What follows belongs to an exercise in optimizing a design on an open flow for small area; a production flow would make more cautious choices. In this exercise RTL edits were held to simulation tests only and were not proved equivalent to the original. Power figures rest on the tool's default switching activity, not on a simulated workload.

== run A ==
==> flow/design.v <==
package ahb_sram_pkg;
  localparam logic HRESP_OKAY    = 1'b0;
  localparam logic HRESP_ERROR   = 1'b1;
  localparam logic HTRANS_IDLE   = 1'b0;
  localparam logic HTRANS_ACTIVE = 1'b1;
endpackage
module ahb_sram_bit (
  input  logic i_clk,
  input  logic i_d,
  input  logic i_ld,
  input  logic i_hold,
  output logic o_q
);
  always_ff @(posedge i_clk) begin
    o_q <= (i_d & i_ld) | (o_q & i_hold);
  end
endmodule
module ahb_sram_rd2 (
  input  logic i_q0,
  input  logic i_sel0_n,
  input  logic i_q1,
  input  logic i_sel1_n,
  output logic o_zero
);
  assign o_zero = ~((i_q0 | i_sel0_n) & (i_q1 | i_sel1_n));
endmodule
module ahb_sram_regfile #(
  parameter int DATA_WIDTH = 32,
  parameter int DEPTH      = 64,
  parameter int LO_N       = 8,
  parameter int HI_N       = 8
) (
  input  logic                  i_clk,
  input  logic                  i_clear,
  input  logic [LO_N-1:0]       i_lo_rd,
  input  logic [LO_N-1:0]       i_lo_wr,
  input  logic [HI_N-1:0]       i_hi,
  input  logic [DATA_WIDTH-1:0] i_wdata,
  output logic [DATA_WIDTH-1:0] o_rdata
);
  localparam int NPAIR = (DEPTH + 1) / 2;
  logic [DATA_WIDTH-1:0]  mem_q [2*NPAIR];
  logic [DATA_WIDTH-1:0]  zero  [NPAIR];
  logic [2*NPAIR-1:0]     we;
  logic [2*NPAIR-1:0]     ld;
  logic [2*NPAIR-1:0]     hold;
  logic [2*NPAIR-1:0]     rsel_n;
  logic [DATA_WIDTH-1:0]  any_zero;
  always_comb begin
    for (int i = 0; i < 2*NPAIR; i++) begin
      if (i < DEPTH) begin
        we[i]     = i_lo_wr[i % LO_N] && i_hi[i / LO_N];
        rsel_n[i] = !(i_lo_rd[i % LO_N] && i_hi[i / LO_N]);
      end else begin
        we[i]     = 1'b0;
        rsel_n[i] = 1'b1;
      end
      ld[i]   = !i_clear && we[i];
      hold[i] = !i_clear && !we[i];
    end
  end
  for (genvar w = 0; w < 2*NPAIR; w++) begin : g_word
    for (genvar b = 0; b < DATA_WIDTH; b++) begin : g_bit
      ahb_sram_bit u_bit (
        .i_clk  (i_clk),
        .i_d    (i_wdata[b]),
        .i_ld   (ld[w]),
        .i_hold (hold[w]),
        .o_q    (mem_q[w][b])
      );
    end
  end
  for (genvar p = 0; p < NPAIR; p++) begin : g_pair
    for (genvar b = 0; b < DATA_WIDTH; b++) begin : g_bit
      ahb_sram_rd2 u_rd (
        .i_q0     (mem_q[2*p][b]),
        .i_sel0_n (rsel_n[2*p]),
        .i_q1     (mem_q[2*p+1][b]),
        .i_sel1_n (rsel_n[2*p+1]),
        .o_zero   (zero[p][b])
      );
    end
  end
  always_comb begin
    any_zero = '0;
    for (int p = 0; p < NPAIR; p++) begin
      any_zero = any_zero | zero[p];
    end
    o_rdata = ~any_zero & {DATA_WIDTH{|i_lo_rd}};
  end
endmodule
module ahb_sram_slave #(
  parameter int                    ADDR_WIDTH  = 32,
  parameter int                    DATA_WIDTH  = 32,
  parameter int                    DEPTH       = 64,
  parameter int                    WAIT_STATES = 0,
  parameter logic [ADDR_WIDTH-1:0] BASE_ADDR   = '0
) (
  input  logic                  i_clk,
  input  logic                  i_reset,
  input  logic                  i_hselx,
  input  logic                  i_htrans,
  input  logic                  i_hwrite,
  input  logic [ADDR_WIDTH-1:0] i_haddr,
  input  logic [DATA_WIDTH-1:0] i_hwdata,
  input  logic                  i_hready,
  output logic                  o_hreadyout,
  output logic [DATA_WIDTH-1:0] o_hrdata,
  output logic                  o_hresp
);
  localparam int                  IDX_W = (DEPTH > 1) ? $clog2(DEPTH) : 1;
  localparam int                  LO_W  = IDX_W - IDX_W / 2;
  localparam int                  HI_W  = (IDX_W / 2 > 0) ? IDX_W / 2 : 1;
  localparam int                  LO_N  = 1 << LO_W;
  localparam int                  HI_N  = 1 << HI_W;
  localparam logic [ADDR_WIDTH:0] LIMIT = (ADDR_WIDTH + 1)'(DEPTH * 4);
  logic [LO_N-1:0]       lo_rd_q, lo_wr_q;
  logic [HI_N-1:0]       hi_q;
  logic                  err1_q, err2_q;
  logic                  take;
  logic                  ok;
  logic                  addr_err;
  logic [ADDR_WIDTH-1:0] offset;
  logic [IDX_W-1:0]      idx;
  logic [LO_W-1:0]       idx_lo;
  logic [HI_W-1:0]       idx_hi;
  assign offset   = i_haddr - BASE_ADDR;
  assign addr_err = (i_haddr[1:0] != 2'b00) || ({1'b0, offset} >= LIMIT);
  assign take     = i_hselx && (i_htrans == ahb_sram_pkg::HTRANS_ACTIVE) && i_hready && !err1_q;
  assign ok       = take && !addr_err;
  assign idx      = offset[IDX_W+1:2];
  assign idx_lo   = idx[LO_W-1:0];
  assign idx_hi   = (IDX_W > LO_W) ? HI_W'(idx >> LO_W) : '0;
  always_ff @(posedge i_clk) begin
    if (i_reset) begin
      lo_rd_q <= '0;
      lo_wr_q <= '0;
      err1_q  <= 1'b0;
      err2_q  <= 1'b0;
    end else begin
      for (int i = 0; i < LO_N; i++) begin
        lo_rd_q[i] <= ok && !i_hwrite && (idx_lo == LO_W'(i));
        lo_wr_q[i] <= ok && i_hwrite && (idx_lo == LO_W'(i));
      end
      err1_q <= take && addr_err;
      err2_q <= err1_q;
    end
  end
  always_ff @(posedge i_clk) begin
    for (int j = 0; j < HI_N; j++) begin
      hi_q[j] <= (idx_hi == HI_W'(j));
    end
  end
  assign o_hreadyout = !err1_q;
  assign o_hresp     = err1_q || err2_q;
  ahb_sram_regfile #(
    .DATA_WIDTH (DATA_WIDTH),
    .DEPTH      (DEPTH),
    .LO_N       (LO_N),
    .HI_N       (HI_N)
  ) u_regfile (
    .i_clk    (i_clk),
    .i_clear  (i_reset),
    .i_lo_rd  (lo_rd_q),
    .i_lo_wr  (lo_wr_q),
    .i_hi     (hi_q),
    .i_wdata  (i_hwdata),
    .o_rdata  (o_hrdata)
  );
endmodule
==> flow/config.mk <==
export PLATFORM = sky130hd
export DESIGN_NAME = ahb_sram_slave
export DESIGN_NICKNAME = ahb_sram_slave
export VERILOG_FILES = /design/flow/design.v
export SDC_FILE = /design/flow/constraint.sdc
export NUM_CORES = 4
export LEC_CHECK = 0
export CAP_MARGIN = 20
export CORE_MARGIN = 2
export CORE_UTILIZATION = 65
export SLEW_MARGIN = 20
export SYNTH_HIERARCHICAL = 1
==> flow/constraint.sdc <==
create_clock -name core_clock -period 7.0 [get_ports {i_clk}]
set_input_delay 1.4000 -clock core_clock [delete_from_list [all_inputs] [get_ports {i_clk}]]
set_output_delay 1.4000 -clock core_clock [all_outputs]
set_load 0.01 [all_outputs]
standard.sh (not shown) runs the stock make flow with config.mk's settings and CLKGATE_MAP_FILE= SYNTH_SCRIPT=/design/flow/synth_recipe.tcl, a recipe that flattens the netlist after the stock synthesis.
==> flow/flow/run.sh <==
#!/bin/bash
# Own flow: the standard layout (standard synthesis, floorplan, placement, routing) with
# two changes: port buffers use the smallest plain buffer cell instead of the delay buffer the resizer
# picks, and clock tree synthesis uses clkbuf_8 leaf clusters without dummy loads.
# Each step's full output is in orfs/logs/ (ORFS writes one log per step); make's own output
# is in flow_make.log.
set -euo pipefail
CTS="-sink_clustering_enable -repair_clock_nets -dont_use_dummy_load"
CTS="$CTS -buf_list sky130_fd_sc_hd__clkbuf_8 -sink_clustering_size 18 -sink_clustering_max_diameter 60"
bash standard.sh \
  "CTS_ARGS=$CTS" \
  "BUFFER_PORTS_ARGS=-buffer_cell sky130_fd_sc_hd__buf_1" \
  finish > flow_make.log 2>&1
Every stage of the flow completed for run A, and the final layout passed the timing, design-rule and antenna checks.
Edits applied to the flow inputs when going from run A to run B:
Settings: SLEW_MARGIN changed from 20 to 5; CAP_MARGIN changed from 20 to 5; CORE_UTILIZATION changed from 65 to 60.
## What came out
- Run B and run A: one clean run, run A; the rest did not finish clean.
- Run B had finished all stages when the layout checks came back failing, citing capacitance limit, slew limit.
- From run A to run B the numbers moved as follows: half-perimeter wire length after placement went up about 3.6%, via count went down 984, static leakage power went down 1.1%, overall die area went up 8.2%.
- Looking only at sequential share of layout area, and setting everything else aside, the lower value of run B and run A goes to run A.
- ~same total power consumption of the routed design in run B and run A
- Looking only at global-route usage, and setting everything else aside, the higher value of run B and run A goes to run A.
- Compared with run A, run B degrades shortest period the worst path allows.
- Cmp run B and run A / cell count / higher: run B
- Looking at launching element of the worst setup path, the hi_q[0]$_DFF_P_ result is from run A; the lo_rd_q[1]$_SDFF_PP0_ one comes from run B.
> inputs changed (run B -> run C)
Settings: CAP_MARGIN: 5 -> 20; CORE_UTILIZATION: 60 -> 65; SLEW_MARGIN: 5 -> 20.
==> flow/flow/run.sh <==
#!/bin/bash
# Own flow: the standard layout (standard synthesis, floorplan, placement, routing) with
# two changes: port buffers use a plain buffer cell instead of the delay buffer the resizer
# picks, and clock tree synthesis uses clkbuf_8 leaf clusters without dummy loads.
# Each step's full output is in orfs/logs/ (ORFS writes one log per step); make's own output
# is in flow_make.log.
set -euo pipefail
CTS="-sink_clustering_enable -repair_clock_nets -dont_use_dummy_load"
CTS="$CTS -buf_list sky130_fd_sc_hd__clkbuf_8 -sink_clustering_size 18 -sink_clustering_max_diameter 60"
bash standard.sh \
  "CTS_ARGS=$CTS" \
  "BUFFER_PORTS_ARGS=-buffer_cell sky130_fd_sc_hd__buf_2" \
  finish > flow_make.log 2>&1
Notes after the runs:
- In run C the implementation ran to completion but is not tape-out ready, as the final checks report setup timing.
- The run showing the greater global routing usage on met1 is run C.
- The most utilized layer in the global route result comes out met1 in one run and met2 in the other, namely in run B and run C respectively.
- There was hardly any difference in average wire per cell in the routed design between run C and run B.
- Share of the cycle needed by the critical path after routing for run C: 1.6 points up relative to run B
- NOTE: core utilization in run C exceeds that of run B
- Total power of run B is on par with run C.

==> separate check: timing with driven ports <==
How much do the figures lean on ideal ports? The routed layouts below were timed once more, with nothing changed but the port constraints.
Step 1 (the two cells are an assumption about what drives the block):
set clk [get_ports {i_clk}]
set_driving_cell -lib_cell sky130_fd_sc_hd__clkbuf_16 $clk
set_driving_cell -lib_cell sky130_fd_sc_hd__buf_2 [delete_from_list [all_inputs] $clk]
Step 2 times the ports against the registers' clock, not the clock port: input delays grow and output delays shrink by t, the midpoint of the rising clock arrivals with the driver on.
Slacks: ideal / step 1 / step 2; pairs: ideal / step 1.
run | t (ns) | setup slack, ns | worst setup path after step 2 | worst data-port slew with drivers (ns)
run A | 0.945 | 0.050 / -0.024 / 0.920 | register to output | 0.10
run B | 0.962 | 0.012 / -0.067 / 0.895 | register to output | 0.13
run C | 0.956 | -0.102 / -0.179 / 0.777 | register to output | 0.14
